Background: an optimization exercise with open tools, aiming at small area, a short achievable clock period and few clock cycles per item. Do not read the settings as production practice. RTL that was checked went through simulation tests only; none was proved equivalent to the original. The RTL of runs 3, 5 and 6 was laid out without a check of its function.

File: config.mk
export PLATFORM = sky130hd
export DESIGN_NAME = ece571f23_g5_aes_subbytes_seq
export DESIGN_NICKNAME = ece571f23_g5_aes_subbytes_seq
export VERILOG_FILES = /design/flow/design.v
export SDC_FILE = /design/flow/constraint.sdc
export NUM_CORES = 4
export LEC_CHECK = 0
export CAP_MARGIN = 20
export CORE_MARGIN = 2
export CORE_UTILIZATION = 60
export CTS_BUF_LIST = sky130_fd_sc_hd__clkbuf_8
export CTS_CLUSTER_DIAMETER = 80
export CTS_CLUSTER_SIZE = 12
export PLACE_DENSITY = 0.75
export SETUP_SLACK_MARGIN = 1.0
export SLEW_MARGIN = 20
File: constraint.sdc
create_clock -name core_clock -period 17.5 [get_ports {clk}]
set_input_delay 3.5000 -clock core_clock [delete_from_list [all_inputs] [get_ports {clk}]]
set_output_delay 3.5000 -clock core_clock [all_outputs]
set_load 0.01 [all_outputs]
File: design.v
package ece571f23_g5_aes_pkg;
  localparam int AES_STATE_BYTES = 16;
endpackage
module ece571f23_g5_aes_sbox_in (
  input  logic [7:0] a,
  input  logic       inv,
  output logic [7:0] x
);
  wire t0 = a[4] ^ a[6];
  wire t1 = a[4] ^ a[7];
  wire t2 = a[6] ^ t1;
  wire t3 = a[0] ^ a[1];
  wire t4 = t0 ^ t3;
  wire t5 = a[5] ^ t4;
  wire t6 = a[1] ^ t5;
  wire t7 = a[4] ^ t5;
  wire t8 = a[1] ^ t7;
  wire t9 = a[7] ^ t8;
  wire t10 = a[3] ^ t3;
  wire t11 = a[6] ^ t10;
  wire t12 = a[2] ^ t11;
  wire t13 = t1 ^ t10;
  wire t14 = a[2] ^ a[7];
  wire t15 = a[5] ^ t14;
  wire t16 = t7 ^ t14;
  wire t17 = t8 ^ t10;
  wire t18 = t5 ^ t17;
  assign x[0] = inv ? (t0 ^ 1'b1) : (t7);
  assign x[1] = inv ? (t11 ^ 1'b1) : (t9);
  assign x[2] = inv ? (t1) : (t16);
  assign x[3] = inv ? (t4 ^ 1'b1) : (t6);
  assign x[4] = inv ? (t18 ^ 1'b1) : (t8);
  assign x[5] = inv ? (t5) : (t12);
  assign x[6] = inv ? (t2 ^ 1'b1) : (t13);
  assign x[7] = inv ? (t15 ^ 1'b1) : (a[0]);
endmodule
module ece571f23_g5_aes_gf_inv_pre (
  input  logic [7:0]  x,
  output logic [11:0] p
);
  function automatic logic [1:0] m4(input logic [1:0] a, input logic [1:0] b);
    logic e;
    e  = (a[1] ^ a[0]) & (b[1] ^ b[0]);
    m4 = {(a[1] & b[1]) ^ e, (a[0] & b[0]) ^ e};
  endfunction
  function automatic logic [1:0] k4(input logic [1:0] a);
    k4 = {a[1] ^ a[0], a[1]};
  endfunction
  function automatic logic [3:0] m16(input logic [3:0] a, input logic [3:0] b);
    logic [1:0] e;
    e   = k4(m4(a[3:2] ^ a[1:0], b[3:2] ^ b[1:0]));
    m16 = {m4(a[3:2], b[3:2]) ^ e, m4(a[1:0], b[1:0]) ^ e};
  endfunction
  function automatic logic [3:0] sqnu(input logic [3:0] v);
    sqnu = {v[0] ^ v[2], v[1] ^ v[3], v[1], v[0] ^ v[1]};
  endfunction
  assign p = {x, m16(x[7:4], x[3:0]) ^ sqnu(x[7:4] ^ x[3:0])};
endmodule
module ece571f23_g5_aes_gf_inv_post (
  input  logic [11:0] p,
  output logic [7:0]  y
);
  function automatic logic [1:0] m4(input logic [1:0] a, input logic [1:0] b);
    logic e;
    e  = (a[1] ^ a[0]) & (b[1] ^ b[0]);
    m4 = {(a[1] & b[1]) ^ e, (a[0] & b[0]) ^ e};
  endfunction
  function automatic logic [1:0] k4(input logic [1:0] a);
    k4 = {a[1] ^ a[0], a[1]};
  endfunction
  function automatic logic [3:0] m16(input logic [3:0] a, input logic [3:0] b);
    logic [1:0] e;
    e   = k4(m4(a[3:2] ^ a[1:0], b[3:2] ^ b[1:0]));
    m16 = {m4(a[3:2], b[3:2]) ^ e, m4(a[1:0], b[1:0]) ^ e};
  endfunction
  function automatic logic [3:0] inv16(input logic [3:0] a);
    logic [1:0] s, d, di;
    s     = a[3:2] ^ a[1:0];
    d     = m4(a[3:2], a[1:0]) ^ k4({s[0], s[1]});
    di    = {d[0], d[1]};
    inv16 = {m4(a[1:0], di), m4(a[3:2], di)};
  endfunction
  logic [3:0] di;
  assign di = inv16(p[3:0]);
  assign y  = {m16(p[7:4], di), m16(p[11:8], di)};
endmodule
module ece571f23_g5_aes_gf_inv (
  input  logic [7:0] x,
  output logic [7:0] y
);
  logic [11:0] p;
  ece571f23_g5_aes_gf_inv_pre  u_pre  (.x(x), .p(p));
  ece571f23_g5_aes_gf_inv_post u_post (.p(p), .y(y));
endmodule
module ece571f23_g5_aes_sbox_out (
  input  logic [7:0] y,
  input  logic       inv,
  output logic [7:0] s
);
  wire t0 = y[0] ^ y[4];
  wire t1 = y[0] ^ y[6];
  wire t2 = y[1] ^ y[4];
  wire t3 = y[0] ^ t2;
  wire t4 = y[2] ^ y[6];
  wire t5 = y[0] ^ t4;
  wire t6 = y[2] ^ t3;
  wire t7 = y[3] ^ y[4];
  wire t8 = y[1] ^ t7;
  wire t9 = y[3] ^ y[5];
  wire t10 = y[4] ^ t5;
  wire t11 = t8 ^ t10;
  wire t12 = t9 ^ t10;
  wire t13 = y[7] ^ t1;
  wire t14 = t8 ^ t13;
  wire t15 = t9 ^ t13;
  wire t16 = y[2] ^ t15;
  assign s[0] = inv ? (y[7]) : (t8 ^ 1'b1);
  assign s[1] = inv ? (t0) : (t3 ^ 1'b1);
  assign s[2] = inv ? (t6) : (t15);
  assign s[3] = inv ? (t14) : (t11);
  assign s[4] = inv ? (t7) : (t5);
  assign s[5] = inv ? (t16) : (t9 ^ 1'b1);
  assign s[6] = inv ? (t12) : (t4 ^ 1'b1);
  assign s[7] = inv ? (t2) : (t1);
endmodule
module ece571f23_g5_aes_sbox (
  output logic [7:0] out,
  input  logic [7:0] in,
  input  logic       inv
);
  logic [7:0] x, y;
  ece571f23_g5_aes_sbox_in  u_in  (.a(in), .inv(inv), .x(x));
  ece571f23_g5_aes_gf_inv   u_inv (.x(x), .y(y));
  ece571f23_g5_aes_sbox_out u_out (.y(y), .inv(inv), .s(out));
endmodule
module ece571f23_g5_aes_subbytes_seq (
  input  logic         clk,
  input  logic         rst,
  input  logic         in_valid,
  output logic         in_ready,
  input  logic         in_inverse,
  input  logic [127:0] datain,
  output logic         out_valid,
  input  logic         out_ready,
  output logic [127:0] dataout,
  output logic         busy
);
  logic         sk_v_q, sk_v_d, rdy_q, busy_q, v1_q, v1_d, v2_q, v2_d;
  logic         sk_inv_q, inv1_q;
  logic [127:0] x_d, sk_x_q, x_q, y, res_d, res_q;
  logic         acc, ld2, ld1, src_v, src_inv;
  logic [127:0] src_x;
  for (genvar k = 0; k < 16; k++) begin : g_lane
    ece571f23_g5_aes_sbox_in u_in (
      .a   (datain[8*k +: 8]),
      .inv (in_inverse),
      .x   (x_d[8*k +: 8])
    );
    ece571f23_g5_aes_gf_inv u_inv (
      .x (x_q[8*k +: 8]),
      .y (y[8*k +: 8])
    );
    ece571f23_g5_aes_sbox_out u_out (
      .y   (y[8*k +: 8]),
      .inv (inv1_q),
      .s   (res_d[8*k +: 8])
    );
  end
  assign acc = in_valid && !sk_v_q;    
  assign ld2 = !v2_q || out_ready;     
  assign ld1 = !v1_q || ld2;           
  assign src_v   = sk_v_q || acc;
  assign src_x   = sk_v_q ? sk_x_q   : x_d;
  assign src_inv = sk_v_q ? sk_inv_q : in_inverse;
  always_comb begin
    if (sk_v_q) sk_v_d = !ld1;
    else        sk_v_d = acc && !ld1;
    v1_d = ld1 ? src_v : v1_q;
    v2_d = ld2 ? v1_q  : v2_q;
  end
  always_ff @(posedge clk) begin
    if (rst) begin
      sk_v_q <= 1'b0;
      rdy_q  <= 1'b1;
      busy_q <= 1'b0;
      v1_q   <= 1'b0;
      v2_q   <= 1'b0;
    end else begin
      sk_v_q <= sk_v_d;
      rdy_q  <= !sk_v_d;
      busy_q <= sk_v_d || v1_d || v2_d;
      v1_q   <= v1_d;
      v2_q   <= v2_d;
    end
  end
  always_ff @(posedge clk) begin
    if (!sk_v_q) begin
      sk_x_q   <= x_d;
      sk_inv_q <= in_inverse;
    end
  end
  always_ff @(posedge clk) begin
    if (ld1 && src_v) begin
      x_q    <= src_x;
      inv1_q <= src_inv;
    end
  end
  always_ff @(posedge clk) begin
    if (ld2 && v1_q) begin
      res_q <= res_d;
    end
  end
  assign in_ready  = rdy_q;
  assign out_valid = v2_q;
  assign dataout   = res_q;
  assign busy      = busy_q;
endmodule
File: flow/run.sh
#!/bin/bash
# Layout flow: the standard flow (standard.sh), with one change to synthesis:
# ABC maps the logic with an area-recovering script (flow/abc_area.script)
# instead of ORFS's delay script. Registers are mapped before ABC, so they are
# the standard synthesis's registers, with the same names and cells.
set -euo pipefail
W=$(pwd)
cat > "$W/area_synth.tcl" <<TCL
proc abc {args} {
  set i [lsearch -exact \$args -script]
  if {\$i >= 0} {
    set args [lreplace \$args \$i [expr {\$i + 1}] -script $W/flow/abc_area.script]
  }
  yosys abc {*}\$args
}
source $W/synth_recipe.tcl
TCL
bash "$W/standard.sh" SYNTH_SCRIPT="$W/area_synth.tcl" BUFFER_PORTS_ARGS="-buffer_cell sky130_fd_sc_hd__buf_1" ADDER_MAP_FILE= SETUP_SLACK_MARGIN=12.2 finish > "$W/standard_flow.log" 2>&1
File: flow/abc_area.script
strash
&get -n
&dch -f
&nf -R 1000
&put
strash
&get -n
&dch -f
&nf -R 1000
&put
File: standard.sh
#!/bin/bash
# synth_recipe.tcl (not shown) runs the flow's synth.tcl, then flattens the netlist and writes it again
# the make line also repeats each setting of config.mk as NAME=value (left out here)
make -C /OpenROAD-flow-scripts/flow DESIGN_CONFIG=/design/flow/config.mk WORK_HOME=/design/flow/orfs CLKGATE_MAP_FILE= SYNTH_SCRIPT=/design/flow/synth_recipe.tcl "${@:-finish}"
==> summary.txt, run 1 <==
STA
  – Max-slew violations: 0
  – Clk_skew: about 0.018 ns
  – Fmax: around 190 MHz
  – Worst Tran Pin Value: roughly 1.2 ns
  – Min Tclk post-route: 5.19 ns
  – Final period util: between 20% and 30%
  – Finish-stage setup viols: 0
  – Worst slew margin: about a quarter
  – Final setup TNS: 0 ns
  – Hold Worst Slack: 0.452 ns
  – Final WS setup: 12.31 ns
  – Final hold violations: 0
  – RSZ-0062 raised after global routing: yes

CTS
  – Clk buf depth: 3
  – CTS tree: yes
  – Cts-stage hold buffer count: 0
  – H-tree Lvls: 2
  – TritonCTS Sinks: between 300 and 400
  – CTS Root Cell: clkbuf_8
  – Clk slew on worst S/H paths: approximately 0.08 ns
  – Num CTS Buffers: 39
  – Worst skew pair latency: between 0.6 and 0.7 ns

Worst setup path
  – FF-to-FF setup slack: roughly 12 ns
  – Reg2reg end: res_q[35]
  – RR Startpoint: x_q[37]
  – Delay-heaviest family, CP: XOR/XNOR gates
  – CP endpoint kind: flop
  – Worst-path cell chain: buf_1 > xnor2_1 > xor2_1 > xor2_1 > xnor2_1 > xor2_1 > xnor2_1 > o21ai_0
  – CP bufs+invs: 1
  – CP max-delay cell: xor2_1
  – Worst EP required: around 18 ns
  – Critical Path Source Type: primary input
  – Setup CP Type: primary input to flop
  – CP max stage delay: between 0.4 and 0.5 ns
  – Crit path arrival time: 5.51 ns
  – R2r worst-path depth: 17
  – Crit Path Max Fanout: 4

Floorplanning
  – Core area: between 40000 and 50000 µm²
  – Die area: approximately 50000 µm²
  – I/O pin total: 264
  – FP Rows: 80
  – Die width: 224 µm
  – DIE HEIGHT: around 220 µm
  – Initial Utilization: between 60% and 70%

Logic synthesis
  – Seq/Total Area, Yosys: ~36%
  – Net Count, Synth: about 3300
  – Mapped Area: about 29000 µm²
  – Warnings from Yosys: 3
  – Post-synth cell types: 37
  – Post-Syn Area per Cell: just over 9 µm²
  – Synthesized instance count: ~3200
  – Synth Register Bits: slightly below 400

Finish
  – FILL cells: between 3000 and 4000
  – Commonest cells after routing, fill and taps aside: xnor2_1, nand2_1, xor2_1
  – Commonest non-fill, non-tap cell in the layout: xnor2_1
  – Area grow syn2layout: 13.1%
  – Net count, final: 3642
  – Layout cells sized above 1: under 10%
  – Final core utilization: between 60% and 70%

Min path
  – WHS Endpoint: sk_x_q[107]
  – Hold depth: 2
  – Hold_sp: sk_x_q[107]
  – HP Class: flop to flop

Routing
  – Drt first pass iters: 5
  – Vias per cell: ~5.4
  – Drt drc: 0
  – Final WL: roughly 67000 µm
  – WL per Instance: between 15 and 20 µm
  – Initial DRC count: roughly 1300
  – Final ANT Viol Nets: 0
  – Routed vias: between 20000 and 25000

Outcome
  – Status: no timing/DRC/antenna violations

Placed design
  – DP HPWL: 48200 µm
  – IO buf count: roughly 260
  – Routability Congestion: 0.919
  – Dpl ws: ~11 ns

Flow run
  – Max-Cap Viols: 0

GRT
  – Grt total ovfl: 0
  – Largest net degree at the start of global routing: 94
  – Global Route Usage Sum: 25.6%
  – Antenna violations before repair: 5
  – First-pass GRT wire length: about 110000 µm
  – Vias in the first global route: about 22000
## Yosys cell counts (all sizes together)
master,n,area share (%)
o32ai,2,0.060
xnor2,951,29
nor2,370,4.8
o31ai,33,0.85
maj3,1,0.034
nand2,424,5.5
dfxtp,134,9.2
nor2b,22,0.47
xor2,399,12
mux2,3,0.12
or3,4,0.086
a21boi,3,0.077
a21o,10,0.26
o22ai,16,0.34
or2,9,0.19
o21a,4,0.10
a311o,1,0.034
a221oi,3,0.090
edfxtp,257,27
mux2i,41,1.4
a211oi,3,0.077
nor3,19,0.33
a22oi,20,0.52
clkinv,25,0.32
and2,19,0.41
a31o,1,0.030
a221o,18,0.62
a31oi,3,0.064
o22a,2,0.060
a22o,2,0.060
nand3,2,0.034
a2bb2oi,1,0.030
nand2b,47,1.0
o221ai,16,0.48
o21ai,180,3.1
and3b,1,0.030
a21oi,123,2.1
## worst max path at each step
stage	cells after the start	to	from	slack, ns
after global routing	20	res_q[117]	x_q[119]	12.05
after detailed placement	5	x_q[2]	in_inverse	10.95
after global placement	5	x_q[2]	in_inverse	11.06
after CTS	18	res_q[35]	x_q[32]	12.21
final	8	x_q[20]	datain[17]	12.31
after floorplan	2	inv1_q	in_valid	11.25
## routing by layer
metal / share of wire (%) / vias up / global-route usage, %
met3: 5.4 / 156 / 4.01
li1: - / 11200 / -
met1: 42 / 10600 / 31.7
met2: 49 / 609 / 44.6
met4: 3.6 / 2 / 10.2
met5: 0.024 / - / 0
## area by class of cell
cell class | count | area, µm² | area share (%)
Antenna cell | 5 | 12.5 | 0.0380
Clock buffer | 41 | 564 | 1.71
Clock inverter | 25 | 126 | 0.384
Inverter | 25 | 98.8 | 0.300
Multi-Input combinational cell | 2753 | 19700 | 59.8
Sequential cell | 391 | 10400 | 31.6
Tap cell | 615 | 769 | 2.34
Timing Repair Buffer | 299 | 1270 | 3.87
## cell families after synthesis
kind of cell,share of synthesized area [%]
adder cells (fa/ha/maj),0.0344
buffers and inverters,0.322
AO/OA/AOI/OAI,8.97
multiplexers,1.53
flip-flops,35.7
XOR/XNOR,40.6
AND/OR/NAND/NOR,12.8
## worst reg2reg max path, cell delays in order (launching register included)
cell and delay (ns):
edfxtp_1 0.55, xnor2_2 0.23, nor2_1 0.32, xor2_2 0.29, xor2_2 0.28, or2_0 0.23
nand2_1 0.10, or3_1 0.39, o21ai_2 0.25, xor2_1 0.32, nor2b_2 0.28, xor2_1 0.30
xnor2_1 0.22, xnor2_2 0.28, xor2_1 0.27, xnor2_1 0.20, o21ai_0 0.13, xnor2_1 0.17
## registers in the layout (all words and copies together), names as in the netlist
name / count
busy_q: 1
inv1_q: 1
rdy_q: 1
res_q: 128
sk_inv_q: 1
sk_v_q: 1
sk_x_q: 128
v1_q: 1
v2_q: 1
x_q: 128
## stage by stage
stage	instances	instance area, µm²
floorplan	3169	29200
global placement	4057	31000
detailed placement	4057	31000
CTS	4126	31800
global route	4153	32900
finish	4154	32900
## what timing repair did
action | in CTS | in global routing
endpoints found under the setup margin | 112 | 209
gates cloned | 0 | 0
hold endpoints to repair | 0 | 0
resized for setup | 6 | 150
pin swaps | 1 | 9
buffers inserted | 3 | 23
Testbench counts, summed over its fixed seeds: cycles 1,040, items 1,024.
==> inputs of run 2 (changes only) <==
--- a/config.mk
+++ b/config.mk
@@ -10,5 +10,5 @@
 export CORE_UTILIZATION = 60
-export CTS_BUF_LIST = sky130_fd_sc_hd__clkbuf_8
-export CTS_CLUSTER_DIAMETER = 80
-export CTS_CLUSTER_SIZE = 12
+export CTS_BUF_LIST = sky130_fd_sc_hd__clkbuf_4 sky130_fd_sc_hd__clkbuf_8
+export CTS_CLUSTER_DIAMETER = 60
+export CTS_CLUSTER_SIZE = 10
 export PLACE_DENSITY = 0.75
==> run 2 against run 1 <==
Against the previous run:
- clock skew rose by 0.0090 ns
- still clean
- maximum frequency grew 1.2%
- synthesized area stayed put
- critical endpoint is now x_q[82]
- clock-buffer cell count rose by 42
==> summary.txt, run 2 <==
Finish
  – FILL cells: 3699
  – Layout cells sized above 1: under 10%
  – Final Non-Filler Cells: between 4000 and 5000
  – Commonest cells after routing, fill and taps aside: xnor2_1, nand2_1, xor2_1
  – Net count, final: 3650
  – Largest regs: res_q (128), sk_x_q (128), x_q (128)
  – Commonest non-fill, non-tap cell in the layout: xnor2_1
  – Area grow syn2layout: 14.3%

Outcome
  – Status: no timing/DRC/antenna violations

Routing
  – Routed vias: 22600
  – Final ANT Viol Nets: 0
  – Final WL: ~67000 µm
  – Initial DRC count: ~1200
  – WL per Instance: ~16 µm
  – Drt first pass iters: 5
  – Vias per cell: roughly 5.4
  – Drt drc: 0

Placed design
  – IO buf count: approximately 260
  – DP HPWL: between 40000 and 50000 µm
  – Cells after DPL: 4057
  – Routability Congestion: between 0.9 and 1
  – Dpl ws: around 11 ns

Min path
  – Hold depth: 2
  – Hold_sp: sk_x_q[107]
  – HP Class: flop to flop
  – WHS Endpoint: sk_x_q[107]

Logic synthesis
  – Top cells by area, synth: xnor2_1, edfxtp_1, xor2_1
  – Seq/Total Area, Yosys: approximately 36%
  – Mapped Area: just under 30000 µm²
  – Top_reg_cell synth: edfxtp_1
  – Cell with the most instances after synthesis: xnor2_1
  – Synthesized instance count: 3169
  – Leading cell types by count after synthesis: xnor2_1, nand2_1, xor2_1, nor2_1, edfxtp_1
  – Post-Syn Area per Cell: ~9.2 µm²
  – Share of the synthesized area in the top cell type: approximately 29%
  – Number of flops mapped to enable cells by yosys: between 200 and 300
  – Synth area leader: xnor2_1
  – Net Count, Synth: 3302
  – Warnings from Yosys: 3
  – Post-synth cell types: 37
  – Synth Register Bits: just under 400
  – Async SR Flop Fraction: 0%

Floorplanning
  – Initial Utilization: roughly 61%
  – FP Rows: 80
  – DIE HEIGHT: between 200 and 250 µm
  – Core area: 47800 µm²
  – Die width: about 220 µm
  – Die area: roughly 50000 µm²
  – I/O pin total: about 260

Worst setup path
  – Worst EP required: ~18 ns
  – RR Startpoint: x_q[37]
  – Setup CP Type: primary input to flop
  – Crit path arrival time: roughly 5.5 ns
  – Reg2reg end: res_q[35]
  – FF-to-FF setup slack: 12.45 ns
  – CP endpoint kind: flop
  – Critical Path Source Type: primary input
  – Crit Path Max Fanout: 4
  – R2r worst-path depth: 18

Flow run
  – Max-Cap Viols: 0

STA
  – Min Tclk post-route: approximately 5.1 ns
  – Worst slew margin: between 20% and 30%
  – Final period util: 29.3%
  – Finish-stage setup viols: 0
  – Final hold violations: 0
  – Worst Tran Pin Value: 1.16 ns
  – Fmax: roughly 200 MHz
  – RSZ-0062 raised after global routing: yes
  – Final setup TNS: 0 ns
  – Final WS setup: 12.37 ns
  – Clk_skew: between 0.02 and 0.03 ns
  – Max-slew violations: 0

CTS
  – TritonCTS Sinks: roughly 390
  – H-tree Lvls: 2
  – Clk slew on worst S/H paths: 0.07 ns
  – CTS Root Cell: clkbuf_8
  – Clk buf depth: 3
  – Cts-stage hold buffer count: 0
  – Worst skew pair latency: between 0.6 and 0.7 ns
  – Num CTS Buffers: 50
  – CTS tree: yes

GRT
  – Global Route Usage Sum: approximately a quarter
  – First-pass GRT wire length: 106000 µm
  – Antenna violations before repair: 5
  – Largest net degree at the start of global routing: 94
  – Grt total ovfl: 0
  – Vias in the first global route: between 20000 and 25000
==> run 2: cell counts after synthesis <==
Identical to the previous run, type by type.
==> run 2: worst max-delay path by stage <==
| stage | startpoint | endpoint | depth (start not counted) |
|---|---|---|---|
| 5_1_grt | x_q[14] | res_q[11] | 19 |
| 2_1_floorplan | in_valid | inv1_q | 2 |
| 6_report | datain[81] | x_q[82] | 9 |
| 4_1_cts | x_q[109] | res_q[109] | 19 |
| 3_5_place_dp | in_inverse | x_q[2] | 5 |
| 3_3_place_gp | in_inverse | x_q[2] | 5 |
==> run 2: routing by layer <==
metal	part of all wire (%)	vias up	routed length (µm)	track usage (%)
li1	-	11200	-	-
met1	42	10600	28000	31.6
met2	49	598	33000	45.0
met3	5.4	168	3650	4.14
met4	3.8	2	2520	10.6
met5	0.024	-	16	0
==> run 2: worst max-delay path, cell delays in order <==
cell	delay [ns]
buf_1	0.27
xor2_1	0.29
xnor2_1	0.20
xor2_1	0.42
xnor2_1	0.26
a21oi_1	0.11
o21ai_0	0.14
a21oi_1	0.11
a21o_1	0.21
==> run 2: cell type report <==
| class | instances | area [µm²] | share of cell area (%) |
|---|---|---|---|
| Multi-Input combinational cell | 2753 | 19600 | 59.0 |
| Sequential cell | 391 | 10400 | 31.3 |
| Timing Repair Buffer | 296 | 1260 | 3.79 |
| Clock buffer | 83 | 973 | 2.93 |
| Tap cell | 615 | 769 | 2.31 |
| Clock inverter | 9 | 115 | 0.346 |
| Inverter | 25 | 98.8 | 0.297 |
| Antenna cell | 4 | 10.0 | 0.0301 |
==> run 2: cell families after synthesis <==
logic type      Yosys count  synth area share (%)
flops                   391                  35.7
xor+xnor               1350                  40.6
mux                      44                  1.53
buf+inv                  25                 0.322
fa+ha+maj                 1                0.0344
simple gates            917                  12.8
compound gates          441                  8.97
==> run 2: metrics by stage <==
stage | instance area, µm² | hold slack (ns) | utilization [%]
global placement | 31000 | 0.424 | 64.8
global route | 33300 | 0.475 | 69.6
detailed placement | 31000 | 0.430 | 64.8
finish | 33300 | 0.447 | 69.6
CTS | 32200 | 0.453 | 67.2
floorplan | 29200 | 0.412 | -
==> run 2: what timing repair did <==
action | in CTS | in global routing
setup endpoints to repair | 108 | 192
buffers inserted | 2 | 21
resized for setup | 5 | 147
pin swaps | 1 | 8
==> inputs of run 3 (changes only) <==
--- a/design.v
+++ b/design.v
@@ -135,2 +135,13 @@
 endmodule
+module ece571f23_g5_aes_inv_sbox
+(
+  output logic [7:0] out,
+  input  logic [7:0] in
+);
+  ece571f23_g5_aes_sbox u_sbox (
+    .out (out),
+    .in  (in),
+    .inv (1'b1)
+  );
+endmodule
 module ece571f23_g5_aes_subbytes_seq (
@@ -202,3 +213,3 @@
   always_ff @(posedge clk) begin
-    if (ld1 && src_v) begin
+    if (ld1) begin
       x_q    <= src_x;
@@ -208,3 +219,3 @@
   always_ff @(posedge clk) begin
-    if (ld2 && v1_q) begin
+    if (ld2) begin
       res_q <= res_d;
--- a/flow/run.sh
+++ b/flow/run.sh
@@ -1,6 +1,12 @@
 #!/bin/bash
-# Layout flow: the standard flow (standard.sh), with one change to synthesis:
-# ABC maps the logic with an area-recovering script (flow/abc_area.script)
-# instead of ORFS's delay script. Registers are mapped before ABC, so they are
-# the standard synthesis's registers, with the same names and cells.
+# Layout flow: the standard flow (standard.sh, ORFS from synthesis to the
+# final layout), run with these changes:
+#  - synthesis: the standard flow's synthesis script (synth_recipe.tcl) unchanged, except
+#    that ABC maps the logic with an area-recovering script
+#    (flow/abc_area.script) instead of ORFS's delay script, and Yosys's
+#    half/full-adder extraction is off (ADDER_MAP_FILE empty), so the S-box
+#    XOR/AND logic is left to ABC. Flip-flops are mapped before ABC, so the
+#    registers are the standard synthesis's, with the same names and cells.
+#  - port buffers: every input and output still gets a buffer, as a
+#    sky130_fd_sc_hd__buf_1 instead of ORFS's default choice.
 set -euo pipefail
--- a/config.mk
+++ b/config.mk
@@ -10,5 +10,4 @@
 export CORE_UTILIZATION = 60
-export CTS_BUF_LIST = sky130_fd_sc_hd__clkbuf_4 sky130_fd_sc_hd__clkbuf_8
-export CTS_CLUSTER_DIAMETER = 60
-export CTS_CLUSTER_SIZE = 10
+export CTS_BUF_LIST = sky130_fd_sc_hd__clkbuf_4
+export CTS_CLUSTER_SIZE = 30
 export PLACE_DENSITY = 0.75
==> run 3 against run 2 <==
Against the previous run:
- sequential share of layout area decreased by 0.28 points
- first-iteration DRC count fell by 2.2%
- still clean
- clock-buffer cell count is 73 higher
- setup slack worse by 0.10 ns
- wire length rose by 0.33%
- synthesized area fell by 0.29%
- worst hold slack improved by 0.00084 ns
==> summary.txt, run 3 <==
Finish
  – Register area: 10400 µm²
  – Final core utilization: 70.3%
  – Multi-input gate area: ~20000 µm²
  – FILL cells: around 3600
  – Commonest cells after routing, fill and taps aside: xnor2_1, nand2_1, xor2_1
  – Layout cells sized above 1: 9.90%
  – Area grow syn2layout: 15.7%
  – Largest regs: res_q (128), sk_x_q (128), x_q (128)
  – Fin area: about 34000 µm²
  – Net count, final: roughly 3700
  – Commonest non-fill, non-tap cell in the layout: xnor2_1

Logic synthesis
  – Cell with the most instances after synthesis: xnor2_1
  – Synth Register Bits: between 300 and 400
  – Net Count, Synth: 3311
  – Synth area leader: xnor2_1
  – Async SR Flop Fraction: 0%
  – Top_reg_cell synth: edfxtp_1
  – Seq/Total Area, Yosys: a little over a third
  – Leading cell types by count after synthesis: xnor2_1, nand2_1, xor2_1, nor2_1, edfxtp_1
  – Number of flops mapped to enable cells by yosys: between 200 and 300
  – Synthesized instance count: between 3000 and 4000
  – Post-Syn Area per Cell: approximately 9.1 µm²
  – Warnings from Yosys: 3
  – Top cells by area, synth: xnor2_1, edfxtp_1, xor2_1
  – Share of the synthesized area in the top cell type: between 20 and 30%
  – Mapped Area: 29000 µm²
  – Post-synth cell types: 38

CTS
  – Worst skew pair latency: approximately 0.85 ns
  – TritonCTS Sinks: about 400
  – CTS tree: yes
  – H-tree Lvls: 3
  – Clk buf depth: 3
  – Clk slew on worst S/H paths: approximately 0.070 ns
  – CTS Root Cell: clkbuf_4
  – Cts-stage hold buffer count: 0
  – Num CTS Buffers: 102

Min path
  – WHS Endpoint: sk_x_q[2]
  – Hold_sp: sk_x_q[2]
  – Hold depth: 1
  – HP Class: flop to flop

Worst setup path
  – Setup CP Type: flop to flop
  – CP endpoint kind: flop
  – R2r worst-path depth: 19
  – Reg2reg end: res_q[35]
  – Most frequent CP cell: xor2_1
  – CP bufs+invs: 0
  – Delay-heaviest family, CP: XOR/XNOR gates
  – Worst-path cell chain: xnor2_2 > xor2_1 > nor2_1 > xnor2_2 > xnor2_2 > or2_0 > nand2_1 > or3_1 > o21ai_2 > xor2_1 > xor2_1 > nor2_1 > xnor2_1 > xnor2_1 > xor2_1 > xor2_1 > xnor2_1 > o21ai_0 > xnor2_1
  – Crit Path Max Fanout: 6
  – Worst EP required: around 18 ns
  – RR Startpoint: x_q[34]
  – CP max stage delay: approximately 0.53 ns
  – Crit path arrival time: 5.80 ns
  – FF-to-FF setup slack: ~12 ns
  – Critical Path Source Type: flop
  – CP max-delay cell: edfxtp_1

Routing
  – Routed vias: 23100
  – Final WL: approximately 67000 µm
  – Drt first pass iters: 5
  – Drt drc: 0
  – Final ANT Viol Nets: 0
  – Initial DRC count: ~1200
  – Vias per cell: around 5.4
  – WL per Instance: 15.8 µm

Floorplanning
  – FP Rows: 80
  – I/O pin total: ~260
  – DIE HEIGHT: 224 µm
  – Die width: between 200 and 250 µm
  – Die area: approximately 50000 µm²
  – Core area: 47700 µm²
  – Initial Utilization: approximately 60%

STA
  – Worst slew margin: approximately a fifth
  – Final setup TNS: 0 ns
  – Clk_skew: ~0.051 ns
  – RSZ-0062 raised after global routing: yes
  – Min Tclk post-route: between 5 and 6 ns
  – Finish-stage setup viols: 0
  – Max-slew violations: 0
  – Final hold violations: 0
  – Final WS setup: 12.27 ns
  – Fmax: 191 MHz
  – Worst Tran Pin Value: roughly 1.2 ns
  – Final period util: between 20% and 30%

Placed design
  – Routability Congestion: 0.928
  – IO buf count: 263
  – DP HPWL: ~48000 µm
  – Post-DP Area: 31000 µm²
  – Dpl ws: about 12 ns

GRT
  – Gr busiest metal: met2
  – Met1 Use GR: 31.3%
  – Largest net degree at the start of global routing: 132
  – Met3 Track Usage GR: under 10%
  – Antenna violations before repair: 4
  – Grt met2 use: 44.4%
  – First-pass GRT wire length: around 110000 µm
  – Vias in the first global route: 22900
  – Grt total ovfl: 0
  – Global Route Usage Sum: between 20% and 30%

Outcome
  – Status: no timing/DRC/antenna violations

Flow run
  – Max-Cap Viols: 0
-- run 3: cell types whose count changed in the layout (fill, tap and decap cells not counted), sizes merged, moves of 15 or more --
cell	previous run	this run
o31ai	33	18
a22oi	20	35
nor2	370	344
o21ai	180	211
clkbuf	84	157
nand2	424	454
xnor2	951	913
a221o	18	2
xor2	399	436
clkinv	27	59
-- run 3: metal layers --
metal	vias to the layer above	wire (µm)
li1	11400	-
met1	10900	27900
met2	631	33100
met3	147	3960
met4	2	2510
met5	-	9
-- run 3: metrics by stage --
| stage | hold slack, ns | instances |
|---|---|---|
| 4_1_cts | 0.450 | 4256 |
| 6_report | 0.448 | 4277 |
| 2_1_floorplan | 0.412 | 3178 |
| 3_5_place_dp | 0.430 | 4064 |
| 3_3_place_gp | 0.423 | 4064 |
| 5_1_grt | 0.470 | 4276 |
-- run 3: cell families after synthesis --
group	count (synthesis)	share of synthesized area, %
mux	40	1.40
compound gates	470	9.27
simple gates	899	12.4
flops	391	35.8
xor+xnor	1349	40.7
buf+inv	29	0.375
-- run 3: cell type report --
class                           count  share of cell area [%]
Inverter                           29                   0.339
Clock buffer                      156                    3.49
Clock inverter                     36                   0.760
Antenna cell                        4                  0.0298
Multi-Input combinational cell   2758                    58.6
Tap cell                          615                    2.29
Timing Repair Buffer              288                    3.52
Sequential cell                   391                    31.0
-- run 3: what timing repair did --
item	CTS	global route
setup endpoints to repair	8	83
setup buffers	0	17
pin swaps	0	12
gates resized for setup	5	154
-- run 3: worst max path at each step --
stage	startpoint	endpoint	slack (ns)	cells past startpoint
floorplan	datain[116]	x_q[116]	12.18	7
global placement	out_ready	res_q[8]	11.84	4
detailed placement	out_ready	res_q[15]	11.74	4
CTS	x_q[34]	res_q[35]	12.16	19
global route	x_q[34]	res_q[35]	11.98	19
finish	x_q[34]	res_q[35]	12.27	19
-- run 3: worst reg2reg max path: stages, from the launching register on --
cell	delay, ns
edfxtp_1	0.53
xnor2_2	0.28
xor2_1	0.24
nor2_1	0.12
xnor2_2	0.20
xnor2_2	0.31
or2_0	0.24
nand2_1	0.11
or3_1	0.42
o21ai_2	0.25
xor2_1	0.32
xor2_1	0.29
nor2_1	0.09
xnor2_1	0.28
xnor2_1	0.22
xor2_1	0.32
xor2_1	0.25
xnor2_1	0.20
o21ai_0	0.14
xnor2_1	0.18
==> inputs of run 4 (changes only) <==
--- a/design.v
+++ b/design.v
@@ -213,3 +213,3 @@
   always_ff @(posedge clk) begin
-    if (ld1) begin
+    if (ld1 && src_v) begin
       x_q    <= src_x;
@@ -219,3 +219,3 @@
   always_ff @(posedge clk) begin
-    if (ld2) begin
+    if (ld2 && v1_q) begin
       res_q <= res_d;
==> run 4 against run 3 <==
Against the previous run:
- via count shrank 0.39%
- maximum frequency rose by 3.6%
- clock-buffer cell count is 10 higher
- setup slack improved by 0.18 ns
- synthesized area rose by 0.29%
- sequential share of layout area hardly changed
- first-iteration DRC count grew 0.99%
- clock skew rose by 0.010 ns
- register-to-register slack improved by 0.18 ns
- synthesized cell count is 0.28% lower
- global-route usage is 0.059 points lower
- largest cell class unchanged
- highest routed layer unchanged
==> summary.txt, run 4 <==
Finish
  – FILL cells: 3701
  – Commonest cells after routing, fill and taps aside: xnor2_1, nand2_1, xor2_1
  – Register area: between 10000 and 15000 µm²
  – Largest regs: res_q (128), sk_x_q (128), x_q (128)
  – Net count, final: about 3700
  – Commonest non-fill, non-tap cell in the layout: xnor2_1
  – Area grow syn2layout: 15.3%
  – Final core utilization: a little over two thirds
  – Layout cells sized above 1: 9.54%
  – Multi-input gate area: about 20000 µm²

GRT
  – Global Route Usage Sum: between 20% and 30%
  – Grt total ovfl: 0
  – Largest net degree at the start of global routing: between 90 and 100
  – Vias in the first global route: roughly 23000
  – First-pass GRT wire length: between 100000 and 150000 µm
  – Antenna violations before repair: 5

Logic synthesis
  – Synth area leader: xnor2_1
  – Async SR Flop Fraction: 0%
  – Top_reg_cell synth: edfxtp_1
  – Mapped Area: a little under 30000 µm²
  – Warnings from Yosys: 3
  – Seq/Total Area, Yosys: 35.7%
  – Net Count, Synth: between 3000 and 4000
  – Synthesized instance count: about 3200
  – Leading cell types by count after synthesis: xnor2_1, nand2_1, xor2_1, nor2_1, edfxtp_1
  – Top cells by area, synth: xnor2_1, edfxtp_1, xor2_1
  – Cell with the most instances after synthesis: xnor2_1
  – Synth Register Bits: roughly 390
  – Post-Syn Area per Cell: between 9 and 10 µm²
  – Share of the synthesized area in the top cell type: between 20% and 30%
  – Number of flops mapped to enable cells by yosys: roughly 260
  – Post-synth cell types: 37

Min path
  – Hold depth: 2
  – Hold_sp: sk_x_q[107]
  – HP Class: flop to flop
  – WHS Endpoint: sk_x_q[107]

Worst setup path
  – CP max stage delay: ~0.54 ns
  – R2r worst-path depth: 19
  – Delay-heaviest family, CP: XOR/XNOR gates
  – Setup CP Type: flop to flop
  – Worst-path cell chain: xnor2_2 > nor2_1 > xor2_1 > xor2_1 > nor2_1 > xnor2_1 > nor2b_1 > maj3_1 > xnor2_2 > xnor2_1 > nor2_1 > xnor2_1 > xnor2_1 > xor2_1 > xor2_1 > xnor2_1 > xnor2_1 > nand2_1 > o21ai_0
  – Crit Path Max Fanout: 6
  – CP bufs+invs: 0
  – Reg2reg end: res_q[53]
  – RR Startpoint: x_q[49]
  – Critical Path Source Type: flop
  – FF-to-FF setup slack: about 12 ns
  – Worst EP required: 18.03 ns
  – CP endpoint kind: flop
  – Crit path arrival time: around 5.6 ns
  – CP max-delay cell: edfxtp_1
  – Most frequent CP cell: xnor2_1

Placed design
  – DP HPWL: around 48000 µm
  – Dpl ws: around 11 ns
  – Routability Congestion: roughly 0.9
  – IO buf count: between 200 and 300

Outcome
  – Status: no timing/DRC/antenna violations

CTS
  – CTS tree: yes
  – H-tree Lvls: 3
  – Clk slew on worst S/H paths: roughly 0.070 ns
  – Cts-stage hold buffer count: 0
  – Clk buf depth: 3
  – Worst skew pair latency: slightly below 0.9 ns
  – Num CTS Buffers: 105
  – CTS Root Cell: clkbuf_4
  – TritonCTS Sinks: a little under 400

STA
  – Worst Tran Pin Value: 1.15 ns
  – Worst slew margin: about a quarter
  – Finish-stage setup viols: 0
  – Clk_skew: just over 0.06 ns
  – Final WS setup: 12.45 ns
  – Final setup TNS: 0 ns
  – Min Tclk post-route: 5.05 ns
  – Max-slew violations: 0
  – Final period util: around 29%
  – Final hold violations: 0
  – Hold Worst Slack: 0.450 ns
  – Fmax: just under 200 MHz
  – RSZ-0062 raised after global routing: yes

Floorplanning
  – FP Rows: 80
  – Core area: between 40000 and 50000 µm²
  – Die width: 224 µm
  – I/O pin total: roughly 260
  – Initial Utilization: 60.8%
  – DIE HEIGHT: roughly 220 µm
  – Die area: around 50000 µm²

Routing
  – WL per Instance: approximately 16 µm
  – Final ANT Viol Nets: 0
  – Drt first pass iters: 5
  – Routed vias: 23000
  – Drt drc: 0
  – Final WL: about 67000 µm
  – Vias per cell: about 5.4
  – Initial DRC count: between 1000 and 1500

Flow run
  – Max-Cap Viols: 0
## run 4: cell count changes after synthesis, sizes merged, moves of 16 or more
cell   before  now
xnor2     913  951
xor2      436  399
o21ai     211  180
nand2     454  424
nor2      344  370
a221o       2   18
## run 4: stage by stage
step | cell area [µm²] | instances
2_1_floorplan | 29200 | 3169
3_3_place_gp | 31000 | 4057
3_5_place_dp | 31000 | 4057
4_1_cts | 32500 | 4259
5_1_grt | 33600 | 4277
6_report | 33600 | 4277
## run 4: worst reg2reg max path: cells and delay by family, from the launching register on
family / cells / cell delay (ns)
flops: 1 / 0.54
simple gates: 5 / 0.80
fa+ha+maj: 1 / 0.42
xor+xnor: 12 / 2.91
compound gates: 1 / 0.09
## run 4: timing repair
item | in CTS | in global routing
pin swaps | 1 | 9
buffers inserted | 3 | 14
endpoints found under the setup margin | 41 | 112
gates resized for setup | 3 | 144
## run 4: routing by layer
metal,global-route usage [%],vias to the layer above,share of wire (%)
li1,-,11400,-
met1,31.2,10800,42
met2,44.8,627,49
met3,4.92,172,5.4
met4,12.1,2,3.8
met5,0,-,0.024
## run 4: logic make-up after synthesis
| family | count (synthesis) | share of synthesized area [%] |
|---|---|---|
| DFF | 391 | 35.7 |
| muxes | 44 | 1.53 |
| AOI/OAI and AO/OA | 441 | 8.97 |
| buffers and inverters | 25 | 0.322 |
| xor gates and xnor gates | 1350 | 40.6 |
| and+or+nand+nor | 917 | 12.8 |
| adders and majority gates | 1 | 0.0344 |
## run 4: final cells by class
type                            count  area share [%]
Multi-Input combinational cell   2753            58.5
Sequential cell                   391            31.0
Clock buffer                      166            3.71
Timing Repair Buffer              290            3.57
Tap cell                          615            2.29
Clock inverter                     33           0.552
Inverter                           25           0.287
Antenna cell                        4          0.0298
## run 4: worst max-delay path by stage
stage                     startpoint         end  slack, ns  depth (start not counted)
after global placement    in_inverse      x_q[2]      11.06                          5
after global routing        x_q[120]  res_q[123]      12.06                         21
after CTS                   x_q[115]  res_q[117]      12.20                         20
after detailed placement  in_inverse      x_q[2]      10.95                          5
after floorplan             in_valid      inv1_q      11.25                          2
final                        x_q[49]   res_q[53]      12.45                         19
Testbench counts of run 4, summed over its fixed seeds: cycles 1,040, items 1,024.
==> inputs of run 5 (changes only) <==
--- a/design.v
+++ b/design.v
@@ -27,10 +27,10 @@
   wire t18 = t5 ^ t17;
-  assign x[0] = inv ? (t0 ^ 1'b1) : (t7);
-  assign x[1] = inv ? (t11 ^ 1'b1) : (t9);
-  assign x[2] = inv ? (t1) : (t16);
-  assign x[3] = inv ? (t4 ^ 1'b1) : (t6);
-  assign x[4] = inv ? (t18 ^ 1'b1) : (t8);
-  assign x[5] = inv ? (t5) : (t12);
-  assign x[6] = inv ? (t2 ^ 1'b1) : (t13);
-  assign x[7] = inv ? (t15 ^ 1'b1) : (a[0]);
+  assign x[0] = inv ? (t4 ^ 1'b1) : (t6);
+  assign x[1] = inv ? (t1) : (t16);
+  assign x[2] = inv ? (t11 ^ 1'b1) : (t9);
+  assign x[3] = inv ? (t0 ^ 1'b1) : (t7);
+  assign x[4] = inv ? (t15 ^ 1'b1) : (a[0]);
+  assign x[5] = inv ? (t2 ^ 1'b1) : (t13);
+  assign x[6] = inv ? (t5) : (t12);
+  assign x[7] = inv ? (t18 ^ 1'b1) : (t8);
 endmodule
@@ -46,3 +46,3 @@
   function automatic logic [1:0] k4(input logic [1:0] a);
-    k4 = {a[1] ^ a[0], a[1]};
+    k4 = {a[0], a[1] ^ a[0]};
   endfunction
@@ -54,3 +54,3 @@
   function automatic logic [3:0] sqnu(input logic [3:0] v);
-    sqnu = {v[0] ^ v[2], v[1] ^ v[3], v[1], v[0] ^ v[1]};
+    sqnu = {v[2] ^ v[3], v[2], v[0] ^ v[2], v[1] ^ v[3]};
   endfunction
@@ -68,3 +68,3 @@
   function automatic logic [1:0] k4(input logic [1:0] a);
-    k4 = {a[1] ^ a[0], a[1]};
+    k4 = {a[0], a[1] ^ a[0]};
   endfunction
@@ -99,27 +99,27 @@
 );
-  wire t0 = y[0] ^ y[4];
-  wire t1 = y[0] ^ y[6];
-  wire t2 = y[1] ^ y[4];
-  wire t3 = y[0] ^ t2;
-  wire t4 = y[2] ^ y[6];
-  wire t5 = y[0] ^ t4;
-  wire t6 = y[2] ^ t3;
-  wire t7 = y[3] ^ y[4];
-  wire t8 = y[1] ^ t7;
-  wire t9 = y[3] ^ y[5];
+  wire t0 = y[0] ^ y[6];
+  wire t1 = y[0] ^ y[7];
+  wire t2 = y[1] ^ y[5];
+  wire t3 = y[2] ^ y[7];
+  wire t4 = y[0] ^ t3;
+  wire t5 = y[3] ^ y[5];
+  wire t6 = y[1] ^ t5;
+  wire t7 = y[3] ^ y[7];
+  wire t8 = y[2] ^ t7;
+  wire t9 = y[1] ^ t8;
   wire t10 = y[4] ^ t5;
-  wire t11 = t8 ^ t10;
-  wire t12 = t9 ^ t10;
-  wire t13 = y[7] ^ t1;
-  wire t14 = t8 ^ t13;
-  wire t15 = t9 ^ t13;
-  wire t16 = y[2] ^ t15;
-  assign s[0] = inv ? (y[7]) : (t8 ^ 1'b1);
-  assign s[1] = inv ? (t0) : (t3 ^ 1'b1);
-  assign s[2] = inv ? (t6) : (t15);
-  assign s[3] = inv ? (t14) : (t11);
-  assign s[4] = inv ? (t7) : (t5);
-  assign s[5] = inv ? (t16) : (t9 ^ 1'b1);
-  assign s[6] = inv ? (t12) : (t4 ^ 1'b1);
-  assign s[7] = inv ? (t2) : (t1);
+  wire t11 = t0 ^ t10;
+  wire t12 = y[1] ^ t11;
+  wire t13 = t4 ^ t10;
+  wire t14 = t1 ^ t6;
+  wire t15 = y[6] ^ t14;
+  wire t16 = t3 ^ t14;
+  assign s[0] = inv ? (y[4]) : (t4 ^ 1'b1);
+  assign s[1] = inv ? (t7) : (t8 ^ 1'b1);
+  assign s[2] = inv ? (t9) : (t11);
+  assign s[3] = inv ? (t13) : (t16);
+  assign s[4] = inv ? (t1) : (t6);
+  assign s[5] = inv ? (t12) : (t0 ^ 1'b1);
+  assign s[6] = inv ? (t15) : (t2 ^ 1'b1);
+  assign s[7] = inv ? (t3) : (t5);
 endmodule
==> run 5 against run 4 <==
Against the previous run:
- first-iteration DRC count rose by 21%
- global-route usage rose by 0.18 points
- synthesized area rose by 0.60%
- maximum frequency fell by 3.3%
- worst hold slack got worse by 0.0067 ns
- clock-buffer cell count fell by 10
- die area rose by 0.59%
==> summary.txt, run 5 <==
STA
  – Clk_skew: approximately 0.052 ns
  – Final period util: roughly 30%
  – RSZ-0062 raised after global routing: yes
  – Final setup TNS: 0 ns
  – Fmax: around 190 MHz
  – Worst Tran Pin Value: 0.993 ns
  – Final hold violations: 0
  – Worst slew margin: about 34%
  – Min Tclk post-route: about 5.2 ns
  – Final WS setup: approximately 12 ns
  – Finish-stage setup viols: 0
  – Max-slew violations: 0
  – Hold Worst Slack: ~0.44 ns

Placed design
  – Dpl ws: ~11 ns
  – DP HPWL: approximately 50000 µm
  – IO buf count: about 260
  – Post-DP Area: 31400 µm²
  – Routability Congestion: 0.906

Worst setup path
  – R2r worst-path depth: 23
  – Most frequent CP cell: xnor2_2
  – RR Startpoint: x_q[66]
  – Worst EP required: 18.04 ns
  – Crit path arrival time: ~5.8 ns
  – Setup CP Type: flop to flop
  – Delay-heaviest family, CP: XOR/XNOR gates
  – Critical Path Source Type: flop
  – CP max stage delay: approximately 0.5 ns
  – Reg2reg end: res_q[69]
  – Critical path capture point: res_q[69]
  – CP max-delay cell: edfxtp_1
  – FF-to-FF setup slack: between 10 and 15 ns
  – Critical path depth: 23
  – Crit Path Max Fanout: 6
  – CP bufs+invs: 2
  – Worst-path cell chain: buf_4 > xor2_1 > xnor2_1 > xnor2_1 > xnor2_2 > nand2_1 > xnor2_2 > o21ai_0 > or2_0 > a21oi_1 > nor2_1 > xnor2_2 > xnor2_1 > nor2_1 > xnor2_2 > xnor2_2 > xnor2_2 > buf_4 > xnor2_2 > xnor2_1 > xnor2_1 > nand2_1 > o21ai_0
  – Critical path startpoint: x_q[66]
  – CP endpoint kind: flop

GRT
  – Global Route Usage Sum: between 20% and 30%
  – Grt total ovfl: 0
  – First-pass GRT wire length: about 110000 µm
  – Antenna violations before repair: 2
  – Vias in the first global route: around 23000
  – Largest net degree at the start of global routing: between 100 and 150

Logic synthesis
  – Seq/Total Area, Yosys: 35.5%
  – Async SR Flop Fraction: 0%
  – Post-Syn Area per Cell: 9.00 µm²
  – Post-synth cell types: 40
  – Synth area leader: xnor2_1
  – Leading cell types by count after synthesis: xnor2_1, nand2_1, xor2_1, nor2_1, edfxtp_1
  – Synth Register Bits: 391
  – Mapped Area: between 20000 and 30000 µm²
  – Share of the synthesized area in the top cell type: just under 30%
  – Cell with the most instances after synthesis: xnor2_1
  – Synthesized instance count: about 3300
  – Warnings from Yosys: 3
  – Top cells by area, synth: xnor2_1, edfxtp_1, xor2_1
  – Net Count, Synth: approximately 3400
  – Number of flops mapped to enable cells by yosys: between 200 and 300
  – Top_reg_cell synth: edfxtp_1

CTS
  – H-tree Lvls: 3
  – CTS tree: yes
  – CTS Root Cell: clkbuf_4
  – Clk slew on worst S/H paths: 0.07 ns
  – Clk buf depth: 3
  – Cts-stage hold buffer count: 0
  – TritonCTS Sinks: 391
  – Num CTS Buffers: 99
  – Worst skew pair latency: 0.85 ns

Flow run
  – Max-Cap Viols: 0

Floorplanning
  – Die width: approximately 220 µm
  – FP Rows: 80
  – I/O pin total: 264
  – Die area: 50600 µm²
  – Core area: between 40000 and 50000 µm²
  – DIE HEIGHT: between 200 and 250 µm
  – Initial Utilization: 61.1%

Routing
  – Vias per cell: about 5.4
  – Drt drc: 0
  – Final ANT Viol Nets: 0
  – Initial DRC count: approximately 1500
  – Final WL: 70100 µm
  – Drt first pass iters: 5
  – Routed vias: 23600
  – WL per Instance: 15.9 µm

Min path
  – Hold depth: 2
  – HP Class: flop to flop

Outcome
  – Status: no timing/DRC/antenna violations

Finish
  – Final core utilization: slightly above 70%
  – Largest regs: res_q (128), sk_x_q (128), x_q (128)
  – Net count, final: 3829
  – Area grow syn2layout: 17.9%
  – Layout cells sized above 1: roughly an eighth
  – Commonest non-fill, non-tap cell in the layout: xnor2_1
  – Commonest cells after routing, fill and taps aside: xnor2_1, nand2_1, nor2_1
  – Fin area: about 35000 µm²
==> run 5: changes by cell type after synthesis, sizes merged, moves of 8 or more <==
cell,delta
o31ai,-21
mux2i,-15
nand3,+15
and2,-10
nor2b,-11
a21oi,+8
a221o,-11
nor3,-13
nand2,+97
xnor2,+21
o221ai,-8
o21ai,+18
nor2,+8
==> run 5: cell type report <==
type / count / area (µm²)
Multi-Input combinational cell: 2833 / 20300
Fill cell: 3573 / 13400
Sequential cell: 391 / 10400
Timing Repair Buffer: 342 / 1610
Antenna cell: 2 / 5.00
Clock buffer: 156 / 1170
Clock inverter: 28 / 194
Tap cell: 615 / 769
Inverter: 29 / 109
==> run 5: cells by family after synthesis <==
group / after synthesis / share of synthesized area (%)
compound gates: 424 / 8.20
xor+xnor: 1377 / 41.2
buf+inv: 29 / 0.372
flops: 391 / 35.5
mux: 33 / 1.16
simple gates: 999 / 13.6
==> run 5: metrics by stage <==
stage / cells
floorplan: 3253
global placement: 4142
detailed placement: 4143
CTS: 4327
global route: 4396
finish: 4396
==> run 5: how the worst min path moves through the flow <==
stage / startpoint / endpoint / slack, ns
final: sk_x_q[120] / sk_x_q[120] / 0.44
after global placement: sk_x_q[38] / sk_x_q[38] / 0.42
after detailed placement: sk_x_q[126] / sk_x_q[126] / 0.43
after CTS: sk_x_q[126] / sk_x_q[126] / 0.44
after floorplan: sk_x_q[0] / sk_x_q[0] / 0.41
after global routing: sk_inv_q / sk_inv_q / 0.46
==> run 5: tightest hold or removal path: stages, from the launching register on <==
cell,delay [ns]
dfxtp_1,0.31
nand2_1,0.05
nand2_1,0.06
==> run 5: metal layers <==
metal	track usage, %	part of all wire, %	up-vias
met3	3.86	5.4	165
met4	10.8	3.2	0
met5	0	0	-
li1	-	-	11600
met2	45.5	50	679
met1	32.3	41	11100
==> run 5: repair_timing <==
| item | 4_1_cts | 5_1_grt |
|---|---|---|
| buffers inserted | 0 | 67 |
| endpoints found under the setup margin | 15 | 145 |
| hold endpoints to repair | 0 | 0 |
| pin swaps | 0 | 20 |
| gates resized for setup | 13 | 179 |
==> inputs of run 6 (changes only) <==
--- a/design.v
+++ b/design.v
@@ -27,10 +27,10 @@
   wire t18 = t5 ^ t17;
-  assign x[0] = inv ? (t4 ^ 1'b1) : (t6);
-  assign x[1] = inv ? (t1) : (t16);
-  assign x[2] = inv ? (t11 ^ 1'b1) : (t9);
-  assign x[3] = inv ? (t0 ^ 1'b1) : (t7);
-  assign x[4] = inv ? (t15 ^ 1'b1) : (a[0]);
-  assign x[5] = inv ? (t2 ^ 1'b1) : (t13);
-  assign x[6] = inv ? (t5) : (t12);
-  assign x[7] = inv ? (t18 ^ 1'b1) : (t8);
+  assign x[0] = inv ? (t1) : (t16);
+  assign x[1] = inv ? (t4 ^ 1'b1) : (t6);
+  assign x[2] = inv ? (t0 ^ 1'b1) : (t7);
+  assign x[3] = inv ? (t11 ^ 1'b1) : (t9);
+  assign x[4] = inv ? (t2 ^ 1'b1) : (t13);
+  assign x[5] = inv ? (t15 ^ 1'b1) : (a[0]);
+  assign x[6] = inv ? (t18 ^ 1'b1) : (t8);
+  assign x[7] = inv ? (t5) : (t12);
 endmodule
@@ -46,3 +46,3 @@
   function automatic logic [1:0] k4(input logic [1:0] a);
-    k4 = {a[0], a[1] ^ a[0]};
+    k4 = {a[1] ^ a[0], a[1]};
   endfunction
@@ -54,3 +54,3 @@
   function automatic logic [3:0] sqnu(input logic [3:0] v);
-    sqnu = {v[2] ^ v[3], v[2], v[0] ^ v[2], v[1] ^ v[3]};
+    sqnu = {v[3], v[2] ^ v[3], v[0] ^ v[2], v[1] ^ v[3]};
   endfunction
@@ -68,3 +68,3 @@
   function automatic logic [1:0] k4(input logic [1:0] a);
-    k4 = {a[0], a[1] ^ a[0]};
+    k4 = {a[1] ^ a[0], a[1]};
   endfunction
@@ -99,27 +99,27 @@
 );
-  wire t0 = y[0] ^ y[6];
-  wire t1 = y[0] ^ y[7];
-  wire t2 = y[1] ^ y[5];
-  wire t3 = y[2] ^ y[7];
+  wire t0 = y[0] ^ y[4];
+  wire t1 = y[1] ^ y[6];
+  wire t2 = y[1] ^ y[7];
+  wire t3 = y[2] ^ y[4];
   wire t4 = y[0] ^ t3;
-  wire t5 = y[3] ^ y[5];
-  wire t6 = y[1] ^ t5;
-  wire t7 = y[3] ^ y[7];
-  wire t8 = y[2] ^ t7;
-  wire t9 = y[1] ^ t8;
-  wire t10 = y[4] ^ t5;
-  wire t11 = t0 ^ t10;
-  wire t12 = y[1] ^ t11;
-  wire t13 = t4 ^ t10;
-  wire t14 = t1 ^ t6;
-  wire t15 = y[6] ^ t14;
-  wire t16 = t3 ^ t14;
-  assign s[0] = inv ? (y[4]) : (t4 ^ 1'b1);
-  assign s[1] = inv ? (t7) : (t8 ^ 1'b1);
+  wire t5 = y[2] ^ y[6];
+  wire t6 = y[3] ^ y[6];
+  wire t7 = y[1] ^ t6;
+  wire t8 = y[2] ^ t6;
+  wire t9 = y[0] ^ t8;
+  wire t10 = y[5] ^ t3;
+  wire t11 = t2 ^ t10;
+  wire t12 = y[0] ^ t11;
+  wire t13 = t7 ^ t10;
+  wire t14 = t1 ^ t4;
+  wire t15 = y[7] ^ t14;
+  wire t16 = t6 ^ t14;
+  assign s[0] = inv ? (y[5]) : (t7 ^ 1'b1);
+  assign s[1] = inv ? (t5) : (t8 ^ 1'b1);
   assign s[2] = inv ? (t9) : (t11);
   assign s[3] = inv ? (t13) : (t16);
-  assign s[4] = inv ? (t1) : (t6);
-  assign s[5] = inv ? (t12) : (t0 ^ 1'b1);
-  assign s[6] = inv ? (t15) : (t2 ^ 1'b1);
-  assign s[7] = inv ? (t3) : (t5);
+  assign s[4] = inv ? (t1) : (t4);
+  assign s[5] = inv ? (t12) : (t2 ^ 1'b1);
+  assign s[6] = inv ? (t15) : (t0 ^ 1'b1);
+  assign s[7] = inv ? (t6) : (t3);
 endmodule
==> run 6 against run 5 <==
Against the previous run:
- synthesized area fell by 0.18%
- die area decreased by 0.17%
- sequential cell count did not move
- register-to-register slack improved by 0.04 ns
- setup slack better by 0.042 ns
- non-clock buffer count down 44
- wire length decreased by 0.44%
- largest cell class unchanged
- highest routed layer is now met5
==> summary.txt, run 6 <==
Logic synthesis
  – Post-synthesis adder-cell area fraction: less than 1%
  – Post-Syn Area per Cell: between 9 and 10 µm²
  – Number of flops mapped to enable cells by yosys: 257
  – Synthesized instance count: about 3200
  – Largest family of logic cells by synthesized area: XOR/XNOR gates
  – Top cells by area, synth: xnor2_1, edfxtp_1, xor2_1
  – Synth Area in Compound Gates: under 10%
  – Mapped Area: 29200 µm²
  – Post-synthesis mux area share: 0.629%
  – Synth Register Bits: about 390
  – Seq/Total Area, Yosys: between 30% and 40%
  – Top_reg_cell synth: edfxtp_1
  – Share of the synthesized area in the top cell type: between 20 and 30%
  – Post-synth cell types: 37
  – Post-Synth Simple-Gate Area: between 10% and 20%
  – Net Count, Synth: 3322
  – Async SR Flop Fraction: 0%
  – Warnings from Yosys: 3
  – Xor-xnor portion of the synthesized cell area: a little over two fifths
  – Leading cell types by count after synthesis: xnor2_1, nand2_1, xor2_1, nor2_1, edfxtp_1
  – Synth area leader: xnor2_1
  – Cell with the most instances after synthesis: xnor2_1

GRT
  – Vias in the first global route: 22600
  – Grt total ovfl: 0
  – First-pass GRT wire length: roughly 110000 µm
  – Largest net degree at the start of global routing: between 100 and 150
  – Global Route Usage Sum: about a quarter
  – Antenna violations before repair: 4

CTS
  – H-tree Lvls: 3
  – Clk buf depth: 3
  – TritonCTS Sinks: 391
  – Worst skew pair latency: about 0.86 ns
  – CTS tree: yes
  – Clk slew on worst S/H paths: about 0.07 ns
  – Num CTS Buffers: between 100 and 150
  – CTS Root Cell: clkbuf_4

Finish
  – Net count, final: between 3000 and 4000
  – Commonest non-fill, non-tap cell in the layout: xnor2_1
  – Area grow syn2layout: 16.7%
  – Fin area: around 34000 µm²
  – Largest regs: res_q (128), sk_x_q (128), x_q (128)
  – Commonest cells after routing, fill and taps aside: xnor2_1, nand2_1, xor2_1
  – Layout cells sized above 1: 11.0%
  – Final core utilization: a little under three quarters

Floorplanning
  – I/O pin total: ~260
  – DIE HEIGHT: 225 µm
  – Die area: 50500 µm²
  – Core area: about 48000 µm²
  – Initial Utilization: approximately three fifths
  – FP Rows: 80
  – Die width: approximately 220 µm

Routing
  – DRT met1 WL: 29400 µm
  – Routed wl met2: 34800 µm
  – Routed vias: 23200
  – DR top layer: met5
  – Initial DRC count: 1319
  – Drt first pass iters: 7
  – Drt drc: 0
  – Vias per cell: roughly 5.4
  – Routed wl met3: between 4000 and 5000 µm
  – WL per Instance: between 15 and 20 µm
  – Final WL: 69800 µm
  – Final ANT Viol Nets: 0

Placed design
  – Post-DP Area: ~31000 µm²
  – IO buf count: between 200 and 300
  – Routability Congestion: 0.898
  – DP HPWL: 49700 µm

Worst setup path
  – Critical Path Source Type: flop
  – Worst EP required: roughly 18 ns
  – RR Startpoint: x_q[50]
  – Crit Path Max Fanout: 5
  – Critical path startpoint: x_q[50]
  – CP endpoint kind: flop
  – Setup CP Type: flop to flop
  – Crit path arrival time: roughly 5.7 ns

STA
  – Clk_skew: 0.0412 ns
  – Final period util: a little under 30%
  – Final hold violations: 0
  – Hold Worst Slack: around 0.45 ns
  – Max-slew violations: 0
  – Worst slew margin: about 28%
  – Final setup TNS: 0 ns
  – Worst Tran Pin Value: 1.08 ns
  – Fmax: 193 MHz
  – RSZ-0062 raised after global routing: yes
  – Finish-stage setup viols: 0
  – Min Tclk post-route: 5.18 ns

Min path
  – Hold_sp: sk_x_q[57]
  – HP Class: flop to flop

Outcome
  – Status: no timing/DRC/antenna violations

Flow run
  – Max-Cap Viols: 0
==> run 6: changes by cell type in the layout (fill, tap and decap cells not counted), moves of 20 or more <==
cell	delta
nand2b_1	+20
buf_4	-42
nand2_1	-69
a22oi_1	+29
nor2_1	-53
xor2_1	+43
==> run 6: worst max-delay path: stages, from the launching register on <==
cell and delay, ns:
edfxtp_1 0.55, xnor2_2 0.30, xor2_1 0.23, nor2_1 0.10, xnor2_2 0.27, xor2_1 0.33, nand2_1 0.15, xnor2_2 0.29
nor3_1 0.12, a221oi_2 0.24, buf_4 0.17, xnor2_1 0.18, xor2_1 0.23, nor2_1 0.08, xnor2_1 0.27, xor2_1 0.33
xnor2_2 0.19, xor2_1 0.26, xor2_1 0.23, xnor2_1 0.17, mux2i_1 0.14
==> run 6: cell type report <==
| type | instances | area, µm² |
|---|---|---|
| multi-input combinational | 2776 | 20200 |
| fill | 3611 | 13800 |
| sequential | 391 | 10400 |
| timing repair buffer | 298 | 1260 |
| clock buffer | 142 | 1070 |
| tap | 615 | 769 |
| clock inverter | 54 | 358 |
| inverter | 23 | 87.6 |
| antenna | 2 | 5.00 |
==> run 6: path summary, 6_finish.rpt <==
kind,cells past startpoint,slack [ns],endpoint
worst max-delay path,20,12.32,res_q[53]
worst min-delay path,1,0.45,sk_x_q[57]
worst max register to register,20,12.32,res_q[53]
worst min register to register,1,0.45,sk_x_q[57]
==> run 6: through the flow <==
stage | std cells | setup WS, ns
after floorplan | 3189 | 11.26
after global placement | 4077 | 11.25
after detailed placement | 4077 | 11.24
after CTS | 4274 | 12.16
after global routing | 4301 | 11.99
final | 4301 | 12.32
==> run 6: logic make-up (layout without fill, tap and decap cells) <==
family                     after synthesis  count (layout)
adders and majority gates                1               1
xor gates and xnor gates              1398            1398
and+or+nand+nor                        895             896
buffers and inverters                   23             517
DFF                                    391             391
other                                    0               2
AOI/OAI and AO/OA                      463             463
muxes                                   18              18
==> run 6: repair_timing <==
action	in CTS	in global routing
hold buffers	0	0
endpoints found under the setup margin	10	145
resized for setup	5	180
gates cloned	1	0
endpoints found under the hold margin	0	0
buffers inserted	0	25
pin swaps	0	18
==> run 6: metal layers <==
metal,track usage (%),vias to the layer above
met5,0,-
met4,9.16,4
met3,4.72,106
met2,45.6,667
met1,33.4,11000
li1,-,11400

port drivers added, routing unchanged:
The flow's constraints put no driver on any port. The routed layouts listed below were extracted and timed again, unchanged, in two steps. Step 1: set_driving_cell puts a clkbuf_16 on clk and a buf_2 on each other input, an assumption about the parent block. Step 2 adds t to the input delays and takes it off the output delays; t is the mean of the earliest and latest rising clock arrival at the registers after step 1. Input paths then give back, and output paths get back, about the clock's delay inside the block. Three values: ideal, step 1, step 2; two values: the first two.
| run | shift t [ns] | slack for setup (ns) | worst data-port slew with drivers (ns) |
|---|---|---|---|
| run 1 | 0.670 | 12.310 / 12.301 / 11.631 | 0.09 |
| run 2 | 0.699 | 12.371 / 12.380 / 11.681 | 0.08 |
| run 3 | 0.889 | 12.268 / 12.268 / 11.725 | 0.10 |
| run 4 | 0.885 | 12.450 / 12.450 / 11.603 | 0.08 |
| run 5 | 0.875 | 12.276 / 12.276 / 11.573 | 0.09 |
| run 6 | 0.899 | 12.318 / 12.318 / 11.605 | 0.09 |
After both steps setup and hold are still met in every run listed. For run 4, which loses most, drivers alone change the setup slack by 0.000 ns; drivers and shift together by -0.847 ns.
